Source: an optimization exercise on an open RTL-to-GDS flow (aim: small area, a short achievable clock period and few clock cycles). Production flows keep margins and buffers that such runs may drop.
The RTL was checked by simulation tests, not by an equivalence proof against the original design.

==> v19: inputs <==
==> flow/design.v <==
`timescale 1ns/1ps
`default_nettype none
module modarith_unit (
    input  logic         clk,
    input  logic         rst_n,
    input  logic         start,
    input  logic [1:0]   op,
    input  logic [127:0] a,
    input  logic [127:0] b,
    input  logic [127:0] m,
    output logic         busy,
    output logic         done,
    output logic [127:0] res_value,
    output logic         res_err
);
    localparam int K     = 2;                       
    localparam int NSTEP = (128 + K - 1) / K;       
    localparam int BW    = NSTEP * K;               
    localparam int SW    = 131;                     
    localparam int IW    = SW + K;                  
    localparam int P     = 122;                     
    localparam int EW    = 10;                      
    localparam int MP    = 2;                       
    localparam int BIAS  = 1;
    localparam int QMIN  = -(1 << (K - 1));
    localparam int NQ    = 1 << (K + 1);            
    localparam int NT    = NQ - 1;                  
    localparam int MHW   = 128 - P + MP;            
    localparam int TW    = EW + 8;                  
    localparam int CW    = 7;                       
    localparam logic [3:0] ST_IDLE  = 4'd0,
                           ST_MSTEP = 4'd1,   
                           ST_MFIN  = 4'd2,   
                           ST_FIX   = 4'd3,   
                           ST_ADD1  = 4'd4,   
                           ST_ADD2  = 4'd5,   
                           ST_SUB1  = 4'd6,   
                           ST_FSTEP = 4'd7,   
                           ST_FP1   = 4'd8,   
                           ST_FSUB  = 4'd9,   
                           ST_MSET  = 4'd10;  
    logic [127:0]  ra, rm;
    logic [BW-1:0] rb;
    logic [SW-1:0] S, C;
    logic [CW-1:0] cnt;
    logic [3:0]    st;
    logic          sub_r;    
    logic          czero_r;  
    logic          last_r;   
    logic          err_r;
    logic accept;
    assign accept = start & (~busy | done);
    logic do_step;
    assign do_step = (st == ST_MSTEP) | (st == ST_FSTEP);
    logic [IW-1:0] s_sh, c_sh;
    logic [K-1:0][IW-1:0] pp;
    logic [IW-1:0] m_ext;
    assign s_sh  = {S, {K{1'b0}}};
    assign c_sh  = {C, {K{1'b0}}};
    assign m_ext = {{(IW-128){1'b0}}, rm};
    for (genvar i = 0; i < K; i++) begin : g_pp
        assign pp[i] = rb[BW-K+i] ? ({{(IW-128){1'b0}}, ra} << i) : '0;
    end
    logic [MHW-1:0] mh;
    assign mh = rm[127 -: MHW];
    logic [K-1:0] nd;             
    assign nd = do_step ? rb[BW-K-1 -: K] : rb[BW-1 -: K];
    logic [K-1:0][IW-1:0] ash;    
    for (genvar i = 0; i < K; i++) begin : g_ash
        assign ash[i] = {{(IW-128){1'b0}}, ra} << i;
    end
    logic [EW-1:0] ppt;           
    always_comb begin
        ppt = '0;
        for (int i = 0; i < K; i++)
            if (nd[i]) ppt = ppt + ash[i][P +: EW];
    end
    logic [NT-1:0][EW-1:0] nth, nth_n;
    logic [NT-1:0]         th;
    for (genvar t = 0; t < NT; t++) begin : g_th
        localparam int CJ = 2 * (QMIN + 1 + t) - 1;
        logic signed [TW-1:0] cj, mhs, prod, thr;
        logic [EW-1:0] tx, ty, tsum;
        assign cj    = TW'(CJ);
        assign mhs   = {{(TW-MHW){1'b0}}, mh};
        assign prod  = cj * mhs;
        assign thr   = (prod >>> (MP + 1)) - TW'(BIAS);
        assign nth_n[t] = ppt - thr[EW-1:0];
        assign tx    = s_sh[P +: EW] ^ c_sh[P +: EW] ^ nth[t];
        assign ty    = {((s_sh[P +: EW-1] & c_sh[P +: EW-1]) | (s_sh[P +: EW-1] & nth[t][EW-2:0]) |
                         (c_sh[P +: EW-1] & nth[t][EW-2:0])), 1'b0};
        assign tsum  = tx + ty;
        assign th[t] = ~tsum[EW-1];
    end
    always_ff @(posedge clk) nth <= nth_n;
    localparam int H = 1 << (K - 1);
    logic qen;      
    assign qen = (st == ST_MSTEP);
    logic [NQ:0]   thx;
    logic [NQ-1:0] eq;            
    logic [K-2:0]  ql;
    always_comb begin
        thx = {1'b0, th, 1'b1};
        for (int v = 0; v < NQ; v++) eq[v] = thx[v] & ~thx[v+1];
        for (int bt = 0; bt < K - 1; bt++) begin
            ql[bt] = 1'b0;
            for (int v = 0; v < NQ; v++) if (((v >> bt) & 1) != 0) ql[bt] = ql[bt] | eq[v];
            ql[bt] = ql[bt] & qen;
        end
    end
    logic sel_p, sel_n1, sel_n2, inc_h;
    assign sel_p  = qen & ~th[H-1];
    assign sel_n1 = qen & th[2*H-1] & ~th[3*H-1];
    assign sel_n2 = qen & th[3*H-1];
    assign inc_h  = qen & th[2*H-1];
    logic [IW-1:0] tq_h, m_k1, m_k;
    assign m_k1 = m_ext << (K - 1);
    assign m_k  = m_ext << K;
    assign tq_h = ({IW{sel_p}} & m_k1) | ({IW{sel_n1}} & ~m_k1) | ({IW{sel_n2}} & ~m_k);
    logic [2*K:0][IW-1:0]   xs, ys;
    logic [2*K-1:0][IW-1:0] addend;
    logic [2*K-1:0]         addinc;
    always_comb begin
        for (int i = 0; i < K; i++) begin
            addend[i] = pp[K-1-i];
            addinc[i] = 1'b0;
        end
        addend[K] = tq_h;
        addinc[K] = inc_h;
        for (int i = 0; i < K - 1; i++) begin
            addend[K+1+i] = ql[i] ? ~(m_ext << i) : '0;
            addinc[K+1+i] = ql[i];
        end
    end
    assign xs[0] = s_sh;
    assign ys[0] = c_sh;
    for (genvar r = 0; r < 2 * K; r++) begin : g_csa
        assign xs[r+1] = xs[r] ^ ys[r] ^ addend[r];
        logic [IW-1:0] maj;
        assign maj     = (xs[r] & ys[r]) | (xs[r] & addend[r]) | (ys[r] & addend[r]);
        assign ys[r+1] = {maj[IW-2:0], addinc[r]};
    end
    logic [SW-1:0] step_s, step_c;
    assign step_s = xs[2*K][SW-1:0];
    assign step_c = ys[2*K][SW-1:0];
    logic [SW-1:0] cpa;
    assign cpa = S + (C ^ {SW{sub_r}}) + {{(SW-1){1'b0}}, sub_r};
    logic neg;
    assign neg = cpa[SW-1];
    logic addsub_in;
    assign addsub_in = ~op[1];
    always_ff @(posedge clk) begin
        if (do_step) begin
            S <= step_s;
            C <= step_c;
        end else if (accept) begin
            S <= {{(SW-128){1'b0}}, a & {128{addsub_in}}};
            C <= {{(SW-128){1'b0}}, b & {128{addsub_in}}};
        end else begin
            S <= cpa;
            C <= czero_r ? '0 : {{(SW-128){1'b0}}, rm};
        end
        if (accept) begin
            ra <= a;
            rm <= m;
            rb <= {{(BW-128){1'b0}}, b};
            cnt <= CW'(NSTEP - 1);
            err_r <= (op == 2'd3);
        end else if (do_step) begin
            rb <= rb << K;
            cnt <= cnt - 1'b1;
        end
    end
    logic [3:0] st_n;
    logic       sub_n, czero_n, last_n, done_n;
    always_comb begin
        st_n    = ST_IDLE;
        sub_n   = 1'b0;
        czero_n = 1'b0;
        last_n  = last_r;
        done_n  = 1'b0;
        case (st)
            ST_MSET:  st_n = ST_MSTEP;
            ST_MSTEP: st_n = (cnt == '0) ? ST_MFIN : ST_MSTEP;
            ST_MFIN, ST_ADD2, ST_SUB1: begin
                if (neg) st_n = ST_FIX;
                else     done_n = 1'b1;
            end
            ST_FIX:  done_n = 1'b1;
            ST_ADD1: begin st_n = ST_ADD2; sub_n = 1'b1; end
            ST_FSTEP: begin st_n = ST_FP1; last_n = (cnt == '0); end
            ST_FP1:  begin st_n = ST_FSUB; sub_n = 1'b1; end
            ST_FSUB: begin
                if (sub_r) begin
                    st_n = ST_FSUB;
                    if (neg) czero_n = 1'b1;   
                    else     sub_n   = 1'b1;
                end else if (last_r) begin
                    done_n = 1'b1;
                end else begin
                    st_n = ST_FSTEP;
                end
            end
            default: ;
        endcase
        if (accept) begin
            last_n = 1'b0;
            case (op)
                2'd0: begin st_n = ST_ADD1; end
                2'd1: begin st_n = ST_SUB1; sub_n = 1'b1; end
                2'd2: begin st_n = m[127] ? ST_MSET : ST_FSTEP; czero_n = 1'b1; end
                default: begin st_n = ST_IDLE; done_n = 1'b1; end
            endcase
        end
    end
    always_ff @(posedge clk or negedge rst_n) begin
        if (!rst_n) begin
            st      <= ST_IDLE;
            sub_r   <= 1'b0;
            czero_r <= 1'b0;
            last_r  <= 1'b0;
            busy    <= 1'b0;
            done    <= 1'b0;
        end else begin
            st      <= st_n;
            sub_r   <= sub_n;
            czero_r <= czero_n;
            last_r  <= last_n;
            busy    <= accept | (busy & ~done);
            done    <= done_n;
        end
    end
    assign res_value = S[127:0];
    assign res_err   = err_r;
endmodule
`default_nettype wire
==> flow/run.sh <==
#!/bin/bash
# synth_recipe.tcl (not shown) runs the flow's synth.tcl, then flattens the netlist and writes it again
# the make line also repeats each setting of config.mk as NAME=value (left out here)
make -C /OpenROAD-flow-scripts/flow DESIGN_CONFIG=/design/flow/config.mk WORK_HOME=/design/flow/orfs CLKGATE_MAP_FILE= SYNTH_SCRIPT=/design/flow/synth_recipe.tcl finish
==> flow/config.mk <==
export PLATFORM = sky130hd
export DESIGN_NAME = modarith_unit
export DESIGN_NICKNAME = modarith_unit
export VERILOG_FILES = /design/flow/design.v
export SDC_FILE = /design/flow/constraint.sdc
export NUM_CORES = 4
export LEC_CHECK = 0
export CAP_MARGIN = 40
export CORE_MARGIN = 2
export CORE_UTILIZATION = 55
export SETUP_SLACK_MARGIN = 5
export SLEW_MARGIN = 40
==> flow/constraint.sdc <==
create_clock -name core_clock -period 10.5 [get_ports {clk}]
set_input_delay 2.1000 -clock core_clock [delete_from_list [all_inputs] [get_ports {clk}]]
set_output_delay 2.1000 -clock core_clock [all_outputs]
set_load 0.01 [all_outputs]
==> inputs of v10, as changes to v19 <==
--- a/flow/design.v
+++ b/flow/design.v
@@ -16,5 +16,5 @@
     localparam int K     = 2;                       
-    localparam int NSTEP = (128 + K - 1) / K;       
-    localparam int BW    = NSTEP * K;               
-    localparam int SW    = 131;                     
+    localparam int NSTEP = 64;                      
+    localparam int BW    = 128;
+    localparam int SW    = 132;                     
     localparam int IW    = SW + K;                  
@@ -24,4 +24,4 @@
     localparam int BIAS  = 1;
-    localparam int QMIN  = -(1 << (K - 1));
-    localparam int NQ    = 1 << (K + 1);            
+    localparam int QMIN  = -2;
+    localparam int NQ    = 8;                       
     localparam int NT    = NQ - 1;                  
@@ -40,3 +40,4 @@
                            ST_FSUB  = 4'd9,   
-                           ST_MSET  = 4'd10;  
+                           ST_MSET  = 4'd10,  
+                           ST_MAPP  = 4'd11;  
     logic [127:0]  ra, rm;
@@ -54,11 +55,30 @@
     assign do_step = (st == ST_MSTEP) | (st == ST_FSTEP);
-    logic [IW-1:0] s_sh, c_sh;
-    logic [K-1:0][IW-1:0] pp;
-    logic [IW-1:0] m_ext;
-    assign s_sh  = {S, {K{1'b0}}};
-    assign c_sh  = {C, {K{1'b0}}};
-    assign m_ext = {{(IW-128){1'b0}}, rm};
-    for (genvar i = 0; i < K; i++) begin : g_pp
-        assign pp[i] = rb[BW-K+i] ? ({{(IW-128){1'b0}}, ra} << i) : '0;
-    end
+    logic [NQ-1:0] qoh;
+    logic          q_p, q_n1, q_n2, q_inc, q_l;
+    logic [SW-1:0] m_s;
+    assign m_s = {{(SW-128){1'b0}}, rm};
+    logic [SW-1:0] t_h, t_l;
+    assign t_h = ({SW{q_p}} & (m_s << 1)) | ({SW{q_n1}} & ~(m_s << 1)) | ({SW{q_n2}} & ~(m_s << 2));
+    assign t_l = {SW{q_l}} & ~m_s;
+    logic [SW-1:0] xa, ya, xb, yb, maja, majb;
+    assign xa   = S ^ C ^ t_h;
+    assign maja = (S & C) | (S & t_h) | (C & t_h);
+    assign ya   = {maja[SW-2:0], q_inc};
+    assign xb   = xa ^ ya ^ t_l;
+    assign majb = (xa & ya) | (xa & t_l) | (ya & t_l);
+    assign yb   = {majb[SW-2:0], q_l};
+    logic [IW-1:0] xb4, yb4, pp1, pp0, xc, yc, xd, yd, majc, majd;
+    assign xb4  = {xb, 2'b00};
+    assign yb4  = {yb, 2'b00};
+    assign pp1  = rb[BW-1] ? {{(IW-129){1'b0}}, ra, 1'b0} : '0;
+    assign pp0  = rb[BW-2] ? {{(IW-128){1'b0}}, ra} : '0;
+    assign xc   = xb4 ^ yb4 ^ pp1;
+    assign majc = (xb4 & yb4) | (xb4 & pp1) | (yb4 & pp1);
+    assign yc   = {majc[IW-2:0], 1'b0};
+    assign xd   = xc ^ yc ^ pp0;
+    assign majd = (xc & yc) | (xc & pp0) | (yc & pp0);
+    assign yd   = {majd[IW-2:0], 1'b0};
+    logic [SW-1:0] step_s, step_c;
+    assign step_s = xd[SW-1:0];
+    assign step_c = yd[SW-1:0];
     logic [MHW-1:0] mh;
@@ -67,12 +87,10 @@
     assign nd = do_step ? rb[BW-K-1 -: K] : rb[BW-1 -: K];
-    logic [K-1:0][IW-1:0] ash;    
-    for (genvar i = 0; i < K; i++) begin : g_ash
-        assign ash[i] = {{(IW-128){1'b0}}, ra} << i;
-    end
+    logic [IW-1:0] a1, a0;
+    assign a1 = {{(IW-129){1'b0}}, ra, 1'b0};
+    assign a0 = {{(IW-128){1'b0}}, ra};
     logic [EW-1:0] ppt;           
-    always_comb begin
-        ppt = '0;
-        for (int i = 0; i < K; i++)
-            if (nd[i]) ppt = ppt + ash[i][P +: EW];
-    end
+    assign ppt = (nd[1] ? a1[P +: EW] : '0) + (nd[0] ? a0[P +: EW] : '0);
+    logic [EW-1:0] s_t, c_t;
+    assign s_t = xb[P-K +: EW];
+    assign c_t = yb[P-K +: EW];
     logic [NT-1:0][EW-1:0] nth, nth_n;
@@ -82,3 +100,3 @@
         logic signed [TW-1:0] cj, mhs, prod, thr;
-        logic [EW-1:0] tx, ty, tsum;
+        logic [EW-1:0] x1, y1, m1, tsum;
         assign cj    = TW'(CJ);
@@ -88,6 +106,6 @@
         assign nth_n[t] = ppt - thr[EW-1:0];
-        assign tx    = s_sh[P +: EW] ^ c_sh[P +: EW] ^ nth[t];
-        assign ty    = {((s_sh[P +: EW-1] & c_sh[P +: EW-1]) | (s_sh[P +: EW-1] & nth[t][EW-2:0]) |
-                         (c_sh[P +: EW-1] & nth[t][EW-2:0])), 1'b0};
-        assign tsum  = tx + ty;
+        assign x1    = s_t ^ c_t ^ nth[t];
+        assign m1    = (s_t & c_t) | (s_t & nth[t]) | (c_t & nth[t]);
+        assign y1    = {m1[EW-2:0], 1'b0};
+        assign tsum  = x1 + y1;
         assign th[t] = ~tsum[EW-1];
@@ -95,8 +113,6 @@
     always_ff @(posedge clk) nth <= nth_n;
-    localparam int H = 1 << (K - 1);
-    logic qen;      
+    logic qen;
     assign qen = (st == ST_MSTEP);
     logic [NQ:0]   thx;
-    logic [NQ-1:0] eq;            
-    logic [K-2:0]  ql;
+    logic [NQ-1:0] eq, qoh_n;
     always_comb begin
@@ -104,43 +120,12 @@
         for (int v = 0; v < NQ; v++) eq[v] = thx[v] & ~thx[v+1];
-        for (int bt = 0; bt < K - 1; bt++) begin
-            ql[bt] = 1'b0;
-            for (int v = 0; v < NQ; v++) if (((v >> bt) & 1) != 0) ql[bt] = ql[bt] | eq[v];
-            ql[bt] = ql[bt] & qen;
-        end
-    end
-    logic sel_p, sel_n1, sel_n2, inc_h;
-    assign sel_p  = qen & ~th[H-1];
-    assign sel_n1 = qen & th[2*H-1] & ~th[3*H-1];
-    assign sel_n2 = qen & th[3*H-1];
-    assign inc_h  = qen & th[2*H-1];
-    logic [IW-1:0] tq_h, m_k1, m_k;
-    assign m_k1 = m_ext << (K - 1);
-    assign m_k  = m_ext << K;
-    assign tq_h = ({IW{sel_p}} & m_k1) | ({IW{sel_n1}} & ~m_k1) | ({IW{sel_n2}} & ~m_k);
-    logic [2*K:0][IW-1:0]   xs, ys;
-    logic [2*K-1:0][IW-1:0] addend;
-    logic [2*K-1:0]         addinc;
-    always_comb begin
-        for (int i = 0; i < K; i++) begin
-            addend[i] = pp[K-1-i];
-            addinc[i] = 1'b0;
-        end
-        addend[K] = tq_h;
-        addinc[K] = inc_h;
-        for (int i = 0; i < K - 1; i++) begin
-            addend[K+1+i] = ql[i] ? ~(m_ext << i) : '0;
-            addinc[K+1+i] = ql[i];
-        end
-    end
-    assign xs[0] = s_sh;
-    assign ys[0] = c_sh;
-    for (genvar r = 0; r < 2 * K; r++) begin : g_csa
-        assign xs[r+1] = xs[r] ^ ys[r] ^ addend[r];
-        logic [IW-1:0] maj;
-        assign maj     = (xs[r] & ys[r]) | (xs[r] & addend[r]) | (ys[r] & addend[r]);
-        assign ys[r+1] = {maj[IW-2:0], addinc[r]};
-    end
-    logic [SW-1:0] step_s, step_c;
-    assign step_s = xs[2*K][SW-1:0];
-    assign step_c = ys[2*K][SW-1:0];
+        qoh_n = qen ? eq : NQ'(1 << (-QMIN));
+    end
+    always_ff @(posedge clk) begin
+        qoh   <= qoh_n;
+        q_p   <= qen & ~th[1];               
+        q_n1  <= qen & th[3] & ~th[5];       
+        q_n2  <= qen & th[5];                
+        q_inc <= qen & th[3];
+        q_l   <= qen & (eq[1] | eq[3] | eq[5] | eq[7]);   
+    end
     logic [SW-1:0] cpa;
@@ -155,2 +140,5 @@
             C <= step_c;
+        end else if (st == ST_MAPP) begin
+            S <= xb;
+            C <= yb;
         end else if (accept) begin
@@ -183,3 +171,4 @@
             ST_MSET:  st_n = ST_MSTEP;
-            ST_MSTEP: st_n = (cnt == '0) ? ST_MFIN : ST_MSTEP;
+            ST_MSTEP: st_n = (cnt == '0) ? ST_MAPP : ST_MSTEP;
+            ST_MAPP:  st_n = ST_MFIN;
             ST_MFIN, ST_ADD2, ST_SUB1: begin
==> flow/flow/run.sh (new file) <==
#!/bin/bash
# The standard layout (the standard.sh: standard synthesis, floorplan,
# placement, CTS, routing, finish) with a larger setup slack margin for
# ORFS's timing repair, so the repair keeps working on the critical paths
# after the design's 10.5 ns clock is met.  The constraints are the standard flow's own.
set -euo pipefail
bash standard.sh SETUP_SLACK_MARGIN=6.5 finish > standard_sh.log 2>&1
==> flow/standard.sh (new file) <==
#!/bin/bash
# synth_recipe.tcl (not shown) runs the flow's synth.tcl, then flattens the netlist and writes it again
# the make line also repeats each setting of config.mk as NAME=value (left out here)
make -C /OpenROAD-flow-scripts/flow DESIGN_CONFIG=/design/flow/config.mk WORK_HOME=/design/flow/orfs CLKGATE_MAP_FILE= SYNTH_SCRIPT=/design/flow/synth_recipe.tcl "${@:-finish}"
- SETUP_SLACK_MARGIN: 5 -> default
removed: flow/run.sh
==> inputs of v26, as changes to v19 <==
--- a/flow/design.v
+++ b/flow/design.v
@@ -21,3 +21,3 @@
     localparam int P     = 122;                     
-    localparam int EW    = 10;                      
+    localparam int EW    = IW - P;                  
     localparam int MP    = 2;                       
@@ -39,4 +39,3 @@
                            ST_FP1   = 4'd8,   
-                           ST_FSUB  = 4'd9,   
-                           ST_MSET  = 4'd10;  
+                           ST_FSUB  = 4'd9;   
     logic [127:0]  ra, rm;
@@ -52,4 +51,2 @@
     assign accept = start & (~busy | done);
-    logic do_step;
-    assign do_step = (st == ST_MSTEP) | (st == ST_FSTEP);
     logic [IW-1:0] s_sh, c_sh;
@@ -63,58 +60,48 @@
     end
+    logic [EW-1:0] est;
+    always_comb begin
+        est = s_sh[P +: EW] + c_sh[P +: EW];
+        for (int i = 0; i < K; i++) est = est + pp[i][P +: EW];
+    end
     logic [MHW-1:0] mh;
     assign mh = rm[127 -: MHW];
-    logic [K-1:0] nd;             
-    assign nd = do_step ? rb[BW-K-1 -: K] : rb[BW-1 -: K];
-    logic [K-1:0][IW-1:0] ash;    
-    for (genvar i = 0; i < K; i++) begin : g_ash
-        assign ash[i] = {{(IW-128){1'b0}}, ra} << i;
-    end
-    logic [EW-1:0] ppt;           
-    always_comb begin
-        ppt = '0;
-        for (int i = 0; i < K; i++)
-            if (nd[i]) ppt = ppt + ash[i][P +: EW];
-    end
-    logic [NT-1:0][EW-1:0] nth, nth_n;
-    logic [NT-1:0]         th;
+    logic [NT-1:0] th;
     for (genvar t = 0; t < NT; t++) begin : g_th
         localparam int CJ = 2 * (QMIN + 1 + t) - 1;
-        logic signed [TW-1:0] cj, mhs, prod, thr;
-        logic [EW-1:0] tx, ty, tsum;
+        logic signed [TW-1:0] cj, mhs, ests, prod, thr;
         assign cj    = TW'(CJ);
         assign mhs   = {{(TW-MHW){1'b0}}, mh};
+        assign ests  = {{(TW-EW){est[EW-1]}}, est};
         assign prod  = cj * mhs;
         assign thr   = (prod >>> (MP + 1)) - TW'(BIAS);
-        assign nth_n[t] = ppt - thr[EW-1:0];
-        assign tx    = s_sh[P +: EW] ^ c_sh[P +: EW] ^ nth[t];
-        assign ty    = {((s_sh[P +: EW-1] & c_sh[P +: EW-1]) | (s_sh[P +: EW-1] & nth[t][EW-2:0]) |
-                         (c_sh[P +: EW-1] & nth[t][EW-2:0])), 1'b0};
-        assign tsum  = tx + ty;
-        assign th[t] = ~tsum[EW-1];
-    end
-    always_ff @(posedge clk) nth <= nth_n;
-    localparam int H = 1 << (K - 1);
+        assign th[t] = ests >= thr;
+    end
+    logic [K:0]   u;
+    logic [NQ:0]  thx;
+    logic [NQ-1:0] eq;
+    always_comb begin
+        thx = {1'b0, th, 1'b1};
+        for (int v = 0; v < NQ; v++) eq[v] = thx[v] & ~thx[v+1];
+        for (int bt = 0; bt <= K; bt++) begin
+            u[bt] = 1'b0;
+            for (int v = 0; v < NQ; v++) if (((v >> bt) & 1) != 0) u[bt] = u[bt] | eq[v];
+        end
+    end
     logic qen;      
     assign qen = (st == ST_MSTEP);
-    logic [NQ:0]   thx;
-    logic [NQ-1:0] eq;            
+    logic [1:0]    qhs;           
     logic [K-2:0]  ql;
-    always_comb begin
-        thx = {1'b0, th, 1'b1};
-        for (int v = 0; v < NQ; v++) eq[v] = thx[v] & ~thx[v+1];
-        for (int bt = 0; bt < K - 1; bt++) begin
-            ql[bt] = 1'b0;
-            for (int v = 0; v < NQ; v++) if (((v >> bt) & 1) != 0) ql[bt] = ql[bt] | eq[v];
-            ql[bt] = ql[bt] & qen;
-        end
-    end
-    logic sel_p, sel_n1, sel_n2, inc_h;
-    assign sel_p  = qen & ~th[H-1];
-    assign sel_n1 = qen & th[2*H-1] & ~th[3*H-1];
-    assign sel_n2 = qen & th[3*H-1];
-    assign inc_h  = qen & th[2*H-1];
-    logic [IW-1:0] tq_h, m_k1, m_k;
-    assign m_k1 = m_ext << (K - 1);
-    assign m_k  = m_ext << K;
-    assign tq_h = ({IW{sel_p}} & m_k1) | ({IW{sel_n1}} & ~m_k1) | ({IW{sel_n2}} & ~m_k);
+    assign qhs = qen ? u[K:K-1] : 2'd1;
+    assign ql  = qen ? u[K-2:0] : '0;
+    logic [IW-1:0] tq_h;
+    logic          inc_h;
+    always_comb begin
+        case (qhs)
+            2'd0:    tq_h = m_ext << (K - 1);
+            2'd1:    tq_h = '0;
+            2'd2:    tq_h = ~(m_ext << (K - 1));
+            default: tq_h = ~(m_ext << K);
+        endcase
+        inc_h = qhs[1];
+    end
     logic [2*K:0][IW-1:0]   xs, ys;
@@ -149,2 +136,4 @@
     assign neg = cpa[SW-1];
+    logic do_step;
+    assign do_step = (st == ST_MSTEP) | (st == ST_FSTEP);
     logic addsub_in;
@@ -152,12 +141,2 @@
     always_ff @(posedge clk) begin
-        if (do_step) begin
-            S <= step_s;
-            C <= step_c;
-        end else if (accept) begin
-            S <= {{(SW-128){1'b0}}, a & {128{addsub_in}}};
-            C <= {{(SW-128){1'b0}}, b & {128{addsub_in}}};
-        end else begin
-            S <= cpa;
-            C <= czero_r ? '0 : {{(SW-128){1'b0}}, rm};
-        end
         if (accept) begin
@@ -166,2 +145,4 @@
             rb <= {{(BW-128){1'b0}}, b};
+            S <= {{(SW-128){1'b0}}, a & {128{addsub_in}}};
+            C <= {{(SW-128){1'b0}}, b & {128{addsub_in}}};
             cnt <= CW'(NSTEP - 1);
@@ -170,3 +151,8 @@
             rb <= rb << K;
+            S <= step_s;
+            C <= step_c;
             cnt <= cnt - 1'b1;
+        end else begin
+            S <= cpa;
+            C <= czero_r ? '0 : {{(SW-128){1'b0}}, rm};
         end
@@ -182,3 +168,2 @@
         case (st)
-            ST_MSET:  st_n = ST_MSTEP;
             ST_MSTEP: st_n = (cnt == '0) ? ST_MFIN : ST_MSTEP;
@@ -210,3 +195,3 @@
                 2'd1: begin st_n = ST_SUB1; sub_n = 1'b1; end
-                2'd2: begin st_n = m[127] ? ST_MSET : ST_FSTEP; czero_n = 1'b1; end
+                2'd2: begin st_n = m[127] ? ST_MSTEP : ST_FSTEP; end
                 default: begin st_n = ST_IDLE; done_n = 1'b1; end
- CORE_UTILIZATION: 55 -> 35
- SETUP_SLACK_MARGIN: 5 -> default
==> qor.yml <==
muxShareOfSynthArea: 0.00167
final_area_um2: 64800
worstSetupEndpoint: "S[89]"
synth_cells: 5818
synth_simple_gate_area_frac: 0.118
core.rowCount: 146
worst_slack_ns: 1.59
outcome: "no timing/DRC/antenna violations"
(the above is from v26)
==> qor.yml <==
final_area_um2: 77800
yosysMostFrequentCell: "nand2_1"
outcome: "no timing/DRC/antenna violations"
muxShareOfSynthArea: 0.0223
seq_share: 0.241
drt_iter0_markers: 5522
worstSetupEndpoint: "q_l"
worst_slack_ns: 6.05
synth-main-ff-cell: "edfxtp_1"
core.rowCount: 122
cts_buffer_depth: 3
synth_simple_gate_area_frac: 0.138
final-clk-cell-share: 0.0379
(the above is from v10)
==> qor.yml <==
ys_ff_latch: 733
fin_setup_tns_ns: 0
muxShareOfSynthArea: 0.00158
synth_simple_gate_area_frac: 0.138
synth_cells: 6386
setup_viol: 0
synth-edff-count: 385
outcome: "no timing/DRC/antenna violations"
worst_slack_ns: 5.18
grt_pass1_vias: 47600
core.rowCount: 121
worstSetupEndpoint: "S[86]"
final_area_um2: 68900
drive_gt1_frac: 0.0638
top_layer: "met5"
(the above is from v19)
Testbench counts of v19, summed over its fixed seeds: cycles 18,513.
Testbench counts of v10, summed over its fixed seeds: cycles 18,776.
Testbench counts of v26, summed over its fixed seeds: cycles 18,250.

## separate check: timing with driven ports
In the flow no input, the clock included, has a driving cell. The finished layouts below were timed again as built, in two steps. Step 1, drivers: a clkbuf_16 drives clk and a buf_2 each remaining input, both assumed. Step 2, shift: input delay + t, output delay - t, t = (earliest + latest rising clock arrival at the registers) / 2. This alone moves slack from input paths to output paths. a / b / c = no drivers / after step 1 / after step 2; a / b = the first two.
| run | t, ns | setup WS [ns] | worst hold slack (ns) |
|---|---|---|---|
| v19 | 0.750 | 5.182 / 5.182 / 4.903 | 0.510 / 0.510 / 0.510 |
| v10 | 0.777 | 6.054 / 6.054 / 5.794 | 0.509 / 0.509 / 0.509 |
| v26 | 0.773 | 1.590 / 1.590 / 1.590 | 0.508 / 0.508 / 0.508 |
After both steps every run listed still meets setup and hold. For v19, which loses most, drivers alone change the setup slack by 0.000 ns; drivers and shift together by -0.279 ns.
